Source: an optimization exercise on an open RTL-to-GDS flow (aim: small area and a short achievable clock period). Production flows keep margins and buffers that such runs may drop.
Only simulation tests tie the RTL to the original design; equivalence was not proved.

==> flow/design.v, too long to show whole: its modules and the start of the top module <==
// module gimbal_bilinear_servo_map: 4095 lines
module gimbal_bilinear_servo_map (
  input  wire                clk,
  input  wire                rst_n,
  input  wire                start,
  output logic               busy,
  input  wire  signed [15:0] in_pitch_setpoint,
  input  wire  signed [15:0] in_yaw_setpoint,
  output logic               out_valid,
  output logic signed [14:0] out_top_angle_raw,
  output logic signed [14:0] out_bottom_angle_raw,
  output logic        [6:0]  out_top_servo_cmd,
  output logic        [6:0]  out_bottom_servo_cmd,
  input  wire                cfg_valid,
  output logic               cfg_ready,
  input  wire         [0:0]  cfg_index,
  input  wire         [15:0] cfg_data
);
  // ...
==> flow/flow/run.sh <==
#!/bin/bash
# Own layout flow: the standard flow with two changes.
#  1. Between synthesis and floorplan, polar.py removes the inverters that Yosys's
#     full-adder extraction leaves between adders, by choosing each full adder's
#     polarity (fa(~a,~b,~c) = ~fa(a,b,c)). Registers, ports and all other cells stay
#     as synthesis made them.
#  2. The port buffers that global placement inserts are buf_2 cells instead of the
#     default delay buffer.
set -euo pipefail
WORK=$(pwd)
R="$WORK/orfs/results/${FLOW_PLATFORM:-sky130hd}/gimbal_bilinear_servo_map/base"
bash standard.sh synth > "$WORK/synth.log" 2>&1
cp "$R/1_2_yosys.v" "$WORK/synth_netlist.v"
python3 "$WORK/flow/polar.py" "$WORK/synth_netlist.v" "$WORK/polar_netlist.v" > "$WORK/polar.log" 2>&1
cp "$WORK/polar_netlist.v" "$R/1_2_yosys.v"
rm -f "$R/1_synth.odb" "$R/1_synth.sdc"
export BUFFER_PORTS_ARGS="-buffer_cell sky130_fd_sc_hd__buf_2"
bash standard.sh > "$WORK/layout.log" 2>&1
==> flow/flow/polar.py <==
#!/usr/bin/env python3
"""Inverter clean-up for a flat sky130hd gate netlist written by Yosys.

The full adders that Yosys extracts often come with an inverter in front of an input or
behind an output.  A full adder with every input complemented gives complemented outputs
(fa(~a, ~b, ~c) = (~s, ~co)), so each full adder may be used in either polarity.  This script
removes all plain inverters, picks a polarity for every full adder that needs the fewest
inverters, swaps a few two-input gates for their complement (nand2/and2, nor2/or2,
xor2/xnor2) where that saves an inverter, and puts back one shared inverter per signal that
still needs its complement.  Registers, ports and every other cell are left as they are.

usage: polar.py IN.v OUT.v
"""
import re
import sys
from collections import defaultdict

LIB = 'sky130_fd_sc_hd__'
OUT_PINS = {'X', 'Y', 'Q', 'Q_N', 'SUM', 'COUT', 'HI', 'LO'}
SWAP = {'nand2_1': ('and2_1', 'X'), 'and2_1': ('nand2_1', 'Y'),
        'nor2_1': ('or2_1', 'X'), 'or2_1': ('nor2_1', 'Y'),
        'xor2_1': ('xnor2_1', 'Y'), 'xnor2_1': ('xor2_1', 'X')}
AREA = {'inv_1': 3.7536, 'nand2_1': 3.7536, 'and2_1': 6.256, 'nor2_1': 3.7536, 'or2_1': 6.256,
        'xor2_1': 8.7584, 'xnor2_1': 8.7584}
INV_COST = AREA['inv_1']


def parse(text):
    m = re.search(r'\bmodule\s+(\w+)\s*\((.*?)\);(.*)\bendmodule', text, re.S)
    name, body = m.group(1), m.group(3)
    header = text[:m.start(3)]
    cells = []
    decls = []
    assigns = []
    pos = 0
    stmt_re = re.compile(r'\s*(.*?);', re.S)
    while True:
        mm = stmt_re.match(body, pos)
        if not mm:
            break
        st = mm.group(1).strip()
        pos = mm.end()
        if not st:
            continue
        if st.startswith(LIB):
            cm = re.match(r'(\S+)\s+(\S+)\s*\((.*)\)\s*$', st, re.S)
            typ, inst, pins = cm.group(1), cm.group(2), cm.group(3)
            conns = {}
            for pm in re.finditer(r'\.(\w+)\s*\(\s*(.*?)\s*\)\s*(?:,|$)', pins, re.S):
                conns[pm.group(1)] = pm.group(2).strip()
            cells.append([typ, inst, conns])
        elif st.startswith('assign'):
            assigns.append(st)
        else:
            decls.append(st)
    return name, header, decls, assigns, cells


def norm(n):
    return n.strip()


def main():
    src, dst = sys.argv[1], sys.argv[2]
    text = open(src).read()
    name, header, decls, assigns, cells = parse(text)
    ports = set()
    for d in decls:
        if d.startswith('input') or d.startswith('output'):
            for p in re.split(r'[,\s]+', re.sub(r'^(input|output)\s*(\[[^\]]*\])?', '', d)):
                if p:
                    ports.add(p)
    frozen = set()
    for a in assigns:
        for tok in re.findall(r"(\\\S+|[A-Za-z_][\w$]*(?:\s*\[\d+\])?)", a[len('assign'):]):
            frozen.add(tok.strip())
    # drivers and loads
    driver = {}
    loads = defaultdict(list)
    for ci, (typ, inst, conns) in enumerate(cells):
        for p, n in conns.items():
            n = norm(n)
            if p in OUT_PINS:
                driver[n] = (ci, p)
            else:
                loads[n].append((ci, p))

    def base_name(n):
        return re.sub(r'\s*\[\d+\]$', '', n)

    def is_port(n):
        return base_name(n) in ports or n in ports

    def short(t):
        return t[len(LIB):] if t.startswith(LIB) else t

    # inverters that can be removed: plain inv cells whose input and output are internal
    # nets (no port, no assign)
    removable = set()
    for ci, (typ, inst, conns) in enumerate(cells):
        if short(typ).startswith('inv_') and 'A' in conns and 'Y' in conns:
            a, y = norm(conns['A']), norm(conns['Y'])
            if is_port(a) or is_port(y) or a in frozen or y in frozen:
                continue
            removable.add(ci)
    # signal classes: follow removable inverter chains back to a root net
    root = {}

    def find_root(n):
        pol = 0
        seen = 0
        while n in driver and driver[n][0] in removable:
            ci = driver[n][0]
            n = norm(cells[ci][2]['A'])
            pol ^= 1
            seen += 1
            if seen > 1000:
                raise RuntimeError('inverter loop')
        return n, pol

    # each consumer pin (not a removable inverter) needs (root, polarity)
    need = []  # (ci, pin, root, pol)
    for n, ls in loads.items():
        r, pol = find_root(n)
        for ci, p in ls:
            if ci in removable:
                continue
            need.append((ci, p, r, pol))
    # roots that are ports or frozen: no inverter removal possible there unless the port is
    # the root (an input port is a fine root, we just drive its complement with a new inverter)
    fa_cells = [ci for ci, c in enumerate(cells) if short(c[0]).startswith('fa_') and ci not in removable]
    fa_set = set(fa_cells)
    # output net of cells that are roots
    # flip[ci] for full adders; swapped[ci] for swappable gates
    flip = {ci: 0 for ci in fa_cells}
    swapped = {}
    # per root: produced polarity = flip of its driver if it is an FA output (else 0)
    root_driver = {}
    for ci, (typ, inst, conns) in enumerate(cells):
        if ci in removable:
            continue
        for p, n in conns.items():
            if p in OUT_PINS:
                root_driver[norm(n)] = (ci, p)
    # consumer requirements per root, with FA consumers flipping their need
    cons = defaultdict(list)   # root -> list of (ci, pin, pol)
    for ci, p, r, pol in need:
        cons[r].append((ci, p, pol))
    outputs_of = defaultdict(list)  # fa ci -> roots it drives
    inputs_of = defaultdict(list)   # fa ci -> roots it reads
    for r, lst in cons.items():
        for ci, p, pol in lst:
            if ci in fa_set:
                inputs_of[ci].append(r)
    for r, (ci, p) in root_driver.items():
        if ci in fa_set:
            outputs_of[ci].append(r)
    swappable_root = {}
    for r, (ci, p) in root_driver.items():
        s = short(cells[ci][0])
        if s in SWAP and r not in frozen and not is_port(r):
            swappable_root[r] = ci

    def root_cost(r):
        drv = root_driver.get(r)
        prod = flip[drv[0]] if drv and drv[0] in fa_set else 0
        wants = set()
        for ci, p, pol in cons[r]:
            w = pol ^ (flip[ci] if ci in fa_set else 0)
            wants.add(w ^ prod)   # 1: consumer needs the complement of what is produced
        if 1 not in wants:
            return 0.0
        if 0 not in wants and r in swappable_root:
            s = short(cells[swappable_root[r]][0])
            return AREA[SWAP[s][0]] - AREA[s]
        return INV_COST

    def local(ci):
        rs = set(inputs_of[ci]) | set(outputs_of[ci])
        return sum(root_cost(r) for r in rs)

    total0 = sum(root_cost(r) for r in cons)
    improved = True
    it = 0
    while improved and it < 50:
        improved = False
        it += 1
        for ci in fa_cells:
            before = local(ci)
            flip[ci] ^= 1
            after = local(ci)
            if after < before - 1e-9:
                improved = True
            else:
                flip[ci] ^= 1
    total1 = sum(root_cost(r) for r in cons)
    # rebuild
    new_cells = []
    extra_decl = []
    ninv = 0
    comp_net = {}

    def complement_net(r):
        nonlocal ninv
        if r not in comp_net:
            nn = f'_pol{ninv}_'
            ninv += 1
            extra_decl.append(f'wire {nn}')
            comp_net[r] = nn
            new_cells.append([LIB + 'inv_1', f'_polinv{ninv}_', {'A': r, 'Y': nn}])
        return comp_net[r]

    conn_override = {}  # (ci, pin) -> net
    cell_type = {}
    for r in cons:
        drv = root_driver.get(r)
        prod = flip[drv[0]] if drv and drv[0] in fa_set else 0
        wants = {}
        for ci, p, pol in cons[r]:
            w = pol ^ (flip[ci] if ci in fa_set else 0) ^ prod
            wants[(ci, p)] = w
        need_comp = any(wants.values())
        all_comp = all(wants.values())
        if need_comp and all_comp and r in swappable_root:
            sci = swappable_root[r]
            s = short(cells[sci][0])
            cell_type[sci] = SWAP[s]
            for k in wants:
                conn_override[k] = r
            continue
        for k, w in wants.items():
            conn_override[k] = complement_net(r) if w else r
    for ci, (typ, inst, conns) in enumerate(cells):
        if ci in removable:
            continue
        c2 = dict(conns)
        for p in list(c2):
            if (ci, p) in conn_override:
                c2[p] = conn_override[(ci, p)]
        if ci in cell_type:
            nt, outp = cell_type[ci]
            oldout = [p for p in c2 if p in OUT_PINS][0]
            net = c2.pop(oldout)
            c2[outp] = net
            typ = LIB + nt
        new_cells.append([typ, inst, c2])
    # output
    out = [header.rstrip() + '\n']
    for d in decls:
        out.append(f'  {d} ;\n')
    for d in extra_decl:
        out.append(f'  {d} ;\n')
    for typ, inst, conns in new_cells:
        pins = ',\n'.join(f'    .{p}({n} )' for p, n in conns.items())
        out.append(f'  {typ} {inst} (\n{pins}\n  );\n')
    for a in assigns:
        out.append(f'  {a} ;\n')
    out.append('endmodule\n')
    open(dst, 'w').write(''.join(out))
    area_inv_before = sum(1 for ci in removable) * INV_COST
    print(f'removable inverters {len(removable)} ({area_inv_before:.0f} um2); cost before flips '
          f'{total0:.0f}, after {total1:.0f}; new inverters {ninv}; swaps {len(cell_type)}; '
          f'full adders flipped {sum(flip.values())}/{len(fa_cells)}')


if __name__ == '__main__':
    main()
==> flow/standard.sh <==
#!/bin/bash
# synth_recipe.tcl (not shown) runs the flow's synth.tcl, then flattens the netlist and writes it again
# the make line also repeats each setting of config.mk as NAME=value (left out here)
make -C /OpenROAD-flow-scripts/flow DESIGN_CONFIG=/design/flow/config.mk WORK_HOME=/design/flow/orfs CLKGATE_MAP_FILE= SYNTH_SCRIPT=/design/flow/synth_recipe.tcl "${@:-finish}"
==> flow/config.mk <==
export PLATFORM = sky130hd
export DESIGN_NAME = gimbal_bilinear_servo_map
export DESIGN_NICKNAME = gimbal_bilinear_servo_map
export VERILOG_FILES = /design/flow/design.v
export SDC_FILE = /design/flow/constraint.sdc
export NUM_CORES = 4
export LEC_CHECK = 0
export ABC_AREA = 1
export CAP_MARGIN = 40
export CORE_MARGIN = 2
export CORE_UTILIZATION = 60
export CTS_BUF_LIST = sky130_fd_sc_hd__clkbuf_16
export CTS_CLUSTER_DIAMETER = 100
export CTS_CLUSTER_SIZE = 25
export PLACE_DENSITY = 0.72
export SLEW_MARGIN = 20
==> flow/constraint.sdc <==
create_clock -name core_clock -period 11.0 [get_ports {clk}]
set_input_delay 2.2000 -clock core_clock [delete_from_list [all_inputs] [get_ports {clk}]]
set_output_delay 2.2000 -clock core_clock [all_outputs]
set_load 0.01 [all_outputs]
==> key figures, run 1 <==
Status
  • Status: finished clean

Critical path
  • Slowest-stage cell, CP: fa_1
  • Worst setup startpoint: hm_p[0]
  • CP Launch Type: flip-flop
  • Crit path max-delay family: adder cells
  • Worst-case reg-to-reg path depth: 19
  • CP bufs+invs: 2
  • Setup Crit Path Kind: reg -> reg

Placed design
  • IO Port Bufs: 98

Routing
  • Residual DRC: 0
  • Vias: 28600
  • Post-Route WL: 94300 um
  • Top routing layer used: met5

Hold path
  • Hold path start: a_t[8]

Timing
  • Clock period minus worst slack: 3.83 ns

CTS
  • H-Tree Depth: 1
  • CTS resizes: 0

Synthesis
  • Synthesized area: between 0.03 and 0.04 mm^2

Global route
  • Overflow after GRT: 0

Layout
  • Buffering overhead: around 1.6%
  • Multi-Input Combinational: roughly 3100
  • Most frequent cells in the layout: nand2_1 (736), inv_1 (567), dfxtp_1 (465)
  • Dominant class by area: multi-input combinational cells
  • Fraction of area in registers: a little under a quarter
  • ClkCell Share: roughly 2.1%
  • Multi-input logic area: roughly 0.025 mm^2

Die
  • Core box area: a little over 0.06 mm^2

Run
  • Max-cap violations: 0
==> run 2: changes to the inputs <==
--- a/flow/config.mk
+++ b/flow/config.mk
@@ -12,5 +12,5 @@
 export CTS_BUF_LIST = sky130_fd_sc_hd__clkbuf_16
 export CTS_CLUSTER_DIAMETER = 100
-export CTS_CLUSTER_SIZE = 25
+export CTS_CLUSTER_SIZE = 30
 export PLACE_DENSITY = 0.72
 export SLEW_MARGIN = 20
==> run 2 against run 1 <==
Against the previous run:
- sequential share of layout area about the same
- die area unchanged
- fmax down 0.54%
- synthesized cell count unchanged
- clock skew down 0.0052 ns
- critical path type unchanged
- largest cell class unchanged
- highest routed layer unchanged
==> key figures, run 2 <==
Layout
  • Most common cell after layout, fill and taps aside: nand2_1 (unchanged)
  • Largest regs: pitch_ofs_r (16), yaw_ofs_r (16) (unchanged)
  • Fillers: 5297 (was 5300)
  • Area occupied by registers: 0.00931 mm^2 (unchanged)
  • P&R area growth vs syn: 5.13% (was 5.18%)
  • ANT cells: 0 (was 1)
  • NumNets Final: 5187 (was 5189)
  • Most frequent cells in the layout: nand2_1 (736), inv_1 (566), dfxtp_1 (465) (was nand2_1 (736), inv_1 (567), dfxtp_1 (465))
  • Multi-input logic area: 0.0251 mm^2 (unchanged)
  • Fraction of layout cells with a size suffix above 1: 4.33% (was 4.28%)

Timing
  • Setup TNS Final: 0 ns (unchanged)
  • Peak Freq: 0.259 GHz (was 0.261 GHz)
  • Worst Tran Pin Value: 0.866 ns (was 0.869 ns)
  • Part of the cycle the worst path needs: 35.1% (was 34.9%)
  • Clock Skew: 0.0219 ns (was 0.0271 ns)
  • Final setup margin: 7.14 ns (was 7.17 ns)
  • Final hold violations: 0 (unchanged)
  • Final setup vio count: 0 (unchanged)
  • Slew Limit Fails: 0 (unchanged)
  • RSZ-0062 raised after global routing: false (unchanged)
  • Clock period minus worst slack: 3.86 ns (was 3.83 ns)
  • Slew HR: 41.8% (was 41.6%)

Placed design
  • Worst slack, placed: 7.04 ns (unchanged)
  • Post-detail-place hpwl: 76800 um (unchanged)
  • Global placement routability congestion: 1.01 (unchanged)
  • IO Port Bufs: 98 (unchanged)

Die
  • I/O pins: 100 (unchanged)
  • Rows: 91 (unchanged)
  • Core box area: 0.0614 mm^2 (unchanged)
  • Die width: 253 um (unchanged)
  • Die area: 0.0638 mm^2 (unchanged)
  • Starting Density: 60.4% (unchanged)
  • Die height: 253 um (unchanged)

Routing
  • Routed wire length per instance: 18.4 um (about the same)
  • First-iteration detailed-routing DRC count: 2019 (was 2029)
  • Residual DRC: 0 (unchanged)
  • Vias: 28600 (about the same)
  • TritonRoute pass-1 iters: 6 (was 8)
  • DRT antenna net count: 0 (unchanged)
  • Vias per cell: 5.59 (was 5.58)
  • Post-Route WL: 94200 um (was 94300 um)

Hold path
  • Worst Hold Endpoint: yf4[2] (was a_t_5[8])
  • Worst min path class: reg -> reg (unchanged)
  • Hold Crit Depth: 0 (unchanged)
  • Hold path start: yf3[2] (was a_t[8])

Global route
  • First-pass GRT wire length: 153000 um (about the same)
  • Largest net degree at the start of global routing: 40 (unchanged)
  • Overall global routing resource usage: 30.2% (about the same)
  • Overflow after GRT: 0 (unchanged)
  • Initial antenna violation count: 2 (was 1)
  • Vias in the first global route: 28900 (was 28800)

CTS
  • Longest Clk Path Bufs: 3 (unchanged)
  • Post-CTS Hold Fix Bufs: 0 (unchanged)
  • H-Tree Depth: 1 (unchanged)
  • CTS resizes: 0 (unchanged)
  • Root Buffer: clkbuf_16 (unchanged)
  • Worst-path clk slew: 0.11 ns (was 0.09 ns)
  • Post-CTS setup buffer count: 0 (unchanged)
  • CTS Buf Count: 24 (was 26)
  • Clock latency on the worst-skew pair: 0.61 ns (about the same)
  • TritonCTS Sinks: 465 (unchanged)
  • CTS tree: yes (unchanged)

Critical path
  • CP Launch Type: flip-flop (unchanged)
  • Worst-case reg-to-reg path depth: 20 (was 19)
  • Worst Path Required: 11.50 ns (was 11.48 ns)
  • Reg2reg start: hm_p[0] (unchanged)
  • R2R setup slack: 7.14 ns (was 7.17 ns)
  • Critical path fanouts, max: 4 (unchanged)
  • Setup crit end kind: flip-flop (unchanged)
  • Worst setup startpoint: hm_p[0] (unchanged)
  • Worst reg2reg endpoint: f_p[6] (unchanged)
  • WP data arrival: 4.36 ns (was 4.32 ns)
  • Setup Crit Path Kind: reg -> reg (unchanged)

Synthesis
  • Synthesized area: 0.0371 mm^2 (unchanged)
  • Cells after Synth: 4298 (unchanged)
  • Mapped Nets: 5175 (unchanged)
  • Ys Warns: 1 (unchanged)
  • Avg Cell Area, Syn: 8.63 um^2 (unchanged)

Run
  • Max-cap violations: 0 (unchanged)

Status
  • Status: finished clean (unchanged)
[run 2: critical path: stages (launching register included)]
cell	delay, ns
dfxtp_1	0.35
ha_1	0.23
fa_1	0.39
and2_1	0.16
nor2_1	0.19
inv_1	0.09
a21oi_1	0.21
o21ai_0	0.11
a21oi_1	0.18
a21oi_1	0.06
ha_1	0.28
ha_1	0.24
fa_1	0.42
inv_1	0.08
nand3b_1	0.10
and2_1	0.16
nor2_1	0.05
nor2_1	0.08
o21bai_1	0.08
xor2_1	0.22
inv_1	0.06
[run 2: cell type report]
type / count / share of cell area, %
clock buffer: 25 / 1.60
tap: 790 / 2.53
timing repair buffer: 115 / 1.64
clock inverter: 14 / 0.500
inverter: 573 / 5.52
multi-input combinational: 3131 / 64.3
sequential: 465 / 23.9
[run 2: metrics by stage]
step / area, um^2 / std cells / utilization (%) / hold slack, ns
after floorplan: 37100 / 4298 / - / 0.310
after global placement: 38100 / 5071 / 62.1 / 0.310
after detailed placement: 38100 / 5072 / 62.2 / 0.312
after CTS: 39000 / 5111 / 63.5 / 0.329
after global routing: 39000 / 5113 / 63.5 / 0.331
final: 39000 / 5113 / 63.5 / 0.326
[run 2: per-layer routing]
| metal | GRT usage, % | part of all wire, % | wire length [um] |
|---|---|---|---|
| met4 | 12.1 | 4.5 | 4250 |
| met5 | 0 | 0.032 | 30 |
| met1 | 39.1 | 42 | 39300 |
| met2 | 51.9 | 48 | 45500 |
| met3 | 3.40 | 5.4 | 5070 |
[run 2: worst max path at each step]
stage | end | cells past startpoint
floorplan | ls_p[4] | 11
global placement | fy[0] | 9
detailed placement | fy[0] | 9
CTS | f_p[6] | 19
global route | f_p[6] | 20
finish | f_p[6] | 20

==> separate check: timing with driven ports <==
The flow's constraints put no driver on any port. The routed layouts listed below were extracted and timed again, unchanged, in two steps.
Step 1 (the two cells are an assumption about what drives the block):
set clk [get_ports {clk}]
set_driving_cell -lib_cell sky130_fd_sc_hd__clkbuf_16 $clk
set_driving_cell -lib_cell sky130_fd_sc_hd__buf_2 [delete_from_list [all_inputs] $clk]
Step 2 moves the port delays by t, midway between the first and last clock arrival at a register: inputs arrive t later, outputs are due t later. That takes back most of the time a late clock gives input paths.
Slacks: ideal / step 1 / step 2; pairs: ideal / step 1.
run | t, ns | setup slack, ns | cell pins on the clock port's net
run 1 | 0.657 | 7.165 / 7.165 / 7.067 | 1
run 2 | 0.657 | 7.144 / 7.144 / 7.042 | 1
After both steps every run listed still meets setup and hold. For run 2, which loses most, drivers alone change the setup slack by 0.000 ns; drivers and shift together by -0.102 ns.
